From an optimization exercise on the open Yosys and OpenROAD flow, aimed at a short achievable clock period; shortcuts taken in it are not production practice. The RTL was checked by simulation tests, not by an equivalence proof against the original design. No driver is modelled on the clock port, so clock power and skew are understated where the tree is cut down; a real chip needs a root buffer or a tree. Power and IR drop assume default switching activity.

Design pulse_timing_top, start of the top module:
module pulse_timing_top
(
   input  logic       clk_pll,
   input  logic       resetn,
   input  logic       host_valid,
   input  logic [35:0] host_wr,
   output logic       host_ready,
   input  logic       pump,
   output logic [17:0] pulse
);
Size in the first run: ~5800 cells after synthesis, ~2100 flip-flops, roughly 59 I/O pins, about 81000 sq um of cells after synthesis.
==> module timing_loader, before the edit <==
module timing_loader
(
   input  logic          clk_pll,
   input  logic          resetn,
   input  logic          host_valid,
   input  pulse_pkg::host_wr_t      host_wr,
   output logic          host_ready,
   output logic          push,
   output pulse_pkg::pulse_timing_t shadow,
   input  logic          credit_return
);
   localparam int CRED_W = $clog2(4 + 1);
   logic              wr_acc;
   logic              commit_acc;
   logic [CRED_W-1:0] credits;
   logic              ready_q;
   logic [CRED_W-1:0] credits_inc;
   logic [CRED_W-1:0] credits_dec;
   logic [CRED_W-1:0] credits_nxt;
   logic              rdy_int;    
   assign credits_inc = credits + CRED_W'(1);
   assign credits_dec = credits - CRED_W'(1);
   always_comb begin
      if (commit_acc && !credit_return) begin
         credits_nxt = credits_dec;
      end else if (!commit_acc && credit_return) begin
         credits_nxt = credits_inc;
      end else begin
         credits_nxt = credits;
      end
   end
   assign host_ready = ready_q;
   assign wr_acc     = host_valid && rdy_int;
   assign commit_acc = wr_acc && (host_wr.addr == 4'd8);
   always_ff @(posedge clk_pll) begin
      if (resetn) begin
         shadow <= '0;
      end else if (wr_acc) begin
         case (host_wr.addr)
            4'd0:   shadow.period       <= host_wr.data;
            4'd1:  shadow.sync_up      <= host_wr.data;
            4'd2:  shadow.p1width      <= host_wr.data;
            4'd3:  shadow.p2start      <= host_wr.data;
            4'd4: shadow.att_down     <= host_wr.data;
            4'd5:    shadow.delay        <= host_wr.data;
            4'd6:   shadow.offres_delay <= host_wr.data;
            4'd7: begin
               shadow.pp_pump      <=
                  host_wr.data[0 +: $bits(shadow.pp_pump)];
               shadow.pp_probe     <=
                  host_wr.data[7 +: $bits(shadow.pp_probe)];
               shadow.post_att     <=
                  host_wr.data[14 +: $bits(shadow.post_att)];
               shadow.double_pulse <= host_wr.data[21];
               shadow.pump_on      <= host_wr.data[22];
            end
            default: ;
         endcase
      end
   end
   always_ff @(posedge clk_pll) begin
      if (resetn) begin
         push <= 1'b0;
      end else begin
         push <= commit_acc;
      end
   end
   always_ff @(posedge clk_pll) begin
      if (resetn) begin
         credits <= CRED_W'(4);
         rdy_int <= 1'b1;
         ready_q <= 1'b1;
      end else begin
         credits <= credits_nxt;
         rdy_int <= (credits_nxt != '0);
         if (commit_acc) begin
            ready_q <= credit_return || (credits != CRED_W'(1));
         end else begin
            ready_q <= ready_q || credit_return;
         end
      end
   end
endmodule
==> module timing_fifo, before the edit <==
module timing_fifo #(
   parameter int  DEPTH     = 4,
   parameter int  WIDTH     = 1
) (
   input  logic     clk_pll,
   input  logic     resetn,
   input  logic     push,
   input  logic [WIDTH-1:0] push_data,
   output logic     avail,
   output logic [WIDTH-1:0] head,
   input  logic     pop,
   output logic     credit_return
);
   localparam int PTR_W = (DEPTH > 1) ? $clog2(DEPTH) : 1;
   localparam int CNT_W = $clog2(DEPTH + 1);
   logic [WIDTH-1:0] mem [DEPTH];
   logic [PTR_W-1:0] wr_ptr;
   logic [PTR_W-1:0] rd_ptr;
   logic [CNT_W-1:0] count;
   function automatic logic [PTR_W-1:0] ptr_inc(input logic [PTR_W-1:0] p);
      ptr_inc = (p == PTR_W'(DEPTH - 1)) ? '0 : p + 1'b1;
   endfunction
   logic [DEPTH-1:0] rd_sel;
   logic [CNT_W-1:0] count_inc;
   logic [CNT_W-1:0] count_dec;
   always_comb begin
      head = '0;
      for (int i = 0; i < DEPTH; i++) begin
         head = head | (mem[i] & {WIDTH{rd_sel[i]}});
      end
   end
   assign count_inc = count + CNT_W'(1);
   assign count_dec = count - CNT_W'(1);
   always_ff @(posedge clk_pll) begin
      if (push) begin
         mem[wr_ptr] <= push_data;
      end
   end
   always_ff @(posedge clk_pll) begin
      if (resetn) begin
         wr_ptr        <= '0;
         rd_ptr        <= '0;
         rd_sel        <= DEPTH'(1);
         count         <= '0;
         avail         <= 1'b0;
         credit_return <= 1'b0;
      end else begin
         if (push) begin
            wr_ptr <= ptr_inc(wr_ptr);
         end
         if (pop) begin
            rd_ptr <= ptr_inc(rd_ptr);
            rd_sel <= {rd_sel[DEPTH-2:0], rd_sel[DEPTH-1]};
         end
         if (push && !pop) begin
            count <= count_inc;
         end else if (!push && pop) begin
            count <= count_dec;
         end
         avail         <= push || (pop ? (count != CNT_W'(1)) : avail);
         credit_return <= pop;
      end
   end
endmodule
==> flow/config.mk <==
export PLATFORM = sky130hd
export DESIGN_NAME = pulse_timing_top
export DESIGN_NICKNAME = pulse_timing_top
export VERILOG_FILES = /design/flow/design.v
export SDC_FILE = /design/flow/constraint.sdc
export NUM_CORES = 4
export LEC_CHECK = 0
export ABC_CLOCK_PERIOD_IN_PS = 2000
export CAP_MARGIN = 20
export CORE_MARGIN = 2
export CORE_UTILIZATION = 55
export SETUP_SLACK_MARGIN = 2.9
export SLEW_MARGIN = 20
==> flow/constraint.sdc <==
create_clock -name core_clock -period 4.6 [get_ports {clk_pll}]
set_input_delay 0.9200 -clock core_clock [delete_from_list [all_inputs] [get_ports {clk_pll}]]
set_output_delay 0.9200 -clock core_clock [all_outputs]
set_load 0.01 [all_outputs]
standard.sh (not shown) runs the stock make flow with config.mk's settings and CLKGATE_MAP_FILE= SYNTH_SCRIPT=/design/flow/synth_recipe.tcl, a recipe that flattens the netlist after the stock synthesis.
==> flow/flow/run.sh <==
#!/bin/bash
# The standard layout, with the clock tree built by flow/cts_hook.tcl: the
# clock port drives four root buffers, each drives the leaf buffers of one
# quarter of the flip-flops. Every tool's output is logged in this folder.
set -euo pipefail
export PRE_CTS_TCL="$PWD/flow/cts_hook.tcl"
bash standard.sh > flow_orfs.log 2>&1
Other scripts of this flow, unchanged in this note and not shown: flow/flow/cts_hook.tcl, flow/flow/mytree.tcl
Edit:
--- a/flow/design.v
+++ b/flow/design.v
@@ -68,23 +68,12 @@
    logic [CRED_W-1:0] credits;
    logic              ready_q;
    logic [CRED_W-1:0] credits_inc;
    logic [CRED_W-1:0] credits_dec;
-   logic [CRED_W-1:0] credits_nxt;
-   logic              rdy_int;    
    assign credits_inc = credits + CRED_W'(1);
    assign credits_dec = credits - CRED_W'(1);
-   always_comb begin
-      if (commit_acc && !credit_return) begin
-         credits_nxt = credits_dec;
-      end else if (!commit_acc && credit_return) begin
-         credits_nxt = credits_inc;
-      end else begin
-         credits_nxt = credits;
-      end
-   end
    assign host_ready = ready_q;
-   assign wr_acc     = host_valid && rdy_int;
+   assign wr_acc     = host_valid && ready_q;
    assign commit_acc = wr_acc && (host_wr.addr == 4'd8);
    always_ff @(posedge clk_pll) begin
       if (resetn) begin
          shadow <= '0;
@@ -120,13 +109,15 @@
    end
    always_ff @(posedge clk_pll) begin
       if (resetn) begin
          credits <= CRED_W'(4);
-         rdy_int <= 1'b1;
          ready_q <= 1'b1;
       end else begin
-         credits <= credits_nxt;
-         rdy_int <= (credits_nxt != '0);
+         if (commit_acc && !credit_return) begin
+            credits <= credits_dec;
+         end else if (!commit_acc && credit_return) begin
+            credits <= credits_inc;
+         end
          if (commit_acc) begin
             ready_q <= credit_return || (credits != CRED_W'(1));
          end else begin
             ready_q <= ready_q || credit_return;
@@ -254,19 +245,9 @@
    logic [CNT_W-1:0] count;
    function automatic logic [PTR_W-1:0] ptr_inc(input logic [PTR_W-1:0] p);
       ptr_inc = (p == PTR_W'(DEPTH - 1)) ? '0 : p + 1'b1;
    endfunction
-   logic [DEPTH-1:0] rd_sel;
-   logic [CNT_W-1:0] count_inc;
-   logic [CNT_W-1:0] count_dec;
-   always_comb begin
-      head = '0;
-      for (int i = 0; i < DEPTH; i++) begin
-         head = head | (mem[i] & {WIDTH{rd_sel[i]}});
-      end
-   end
-   assign count_inc = count + CNT_W'(1);
-   assign count_dec = count - CNT_W'(1);
+   assign head = mem[rd_ptr];
    always_ff @(posedge clk_pll) begin
       if (push) begin
          mem[wr_ptr] <= push_data;
       end
@@ -274,9 +255,8 @@
    always_ff @(posedge clk_pll) begin
       if (resetn) begin
          wr_ptr        <= '0;
          rd_ptr        <= '0;
-         rd_sel        <= DEPTH'(1);
          count         <= '0;
          avail         <= 1'b0;
          credit_return <= 1'b0;
       end else begin
@@ -284,15 +264,10 @@
             wr_ptr <= ptr_inc(wr_ptr);
          end
          if (pop) begin
             rd_ptr <= ptr_inc(rd_ptr);
-            rd_sel <= {rd_sel[DEPTH-2:0], rd_sel[DEPTH-1]};
-         end
-         if (push && !pop) begin
-            count <= count_inc;
-         end else if (!push && pop) begin
-            count <= count_dec;
          end
+         count         <= count + CNT_W'(push) - CNT_W'(pop);
          avail         <= push || (pop ? (count != CNT_W'(1)) : avail);
          credit_return <= pop;
       end
    end
What happened:
- flip-flop and latch count is lower by 1
- sequential share of layout area fell by 0.22 points
- combinational power came out higher by about 1%
- die area rose by 1.0%
- sequential power barely changes
- cell count goes down by about 8%
- global-route usage falls by 2.1 points
- cell area is about the same
- synthesized cell count is lower by 13%
- core utilization fell by 0.62 points
- hold slack is about the same
No run of this note takes its clock network from TritonCTS; it comes from the design's own scripts or RTL.

==> port drivers added, routing unchanged <==
In the flow no input, the clock included, has a driving cell. The finished layouts below were timed again as built, in two steps.
Step 1, drivers: a clkbuf_16 drives clk_pll and a buf_2 each remaining input, both assumed.
Step 2 also shifts input and output timing later by t, the mid clock arrival at the registers, as if the neighbouring blocks saw the same clock.
a / b / c = ideal / step 1 / step 2; a / b = the first two.
run | t (ns) | setup WS [ns] | worst register clock-pin slew, ns | cell pins on the clock port's net
the first run | 0.774 | 2.557 / 2.459 / 1.964 | 0.11 / 0.11 | 4
the second run | 0.766 | 2.597 / 2.412 / 2.007 | 0.11 / 0.11 | 4
After both steps setup and hold are still met in every run listed. The setup slack of the first run, which loses most, moves by -0.098 ns with the drivers and by -0.593 ns with both steps.
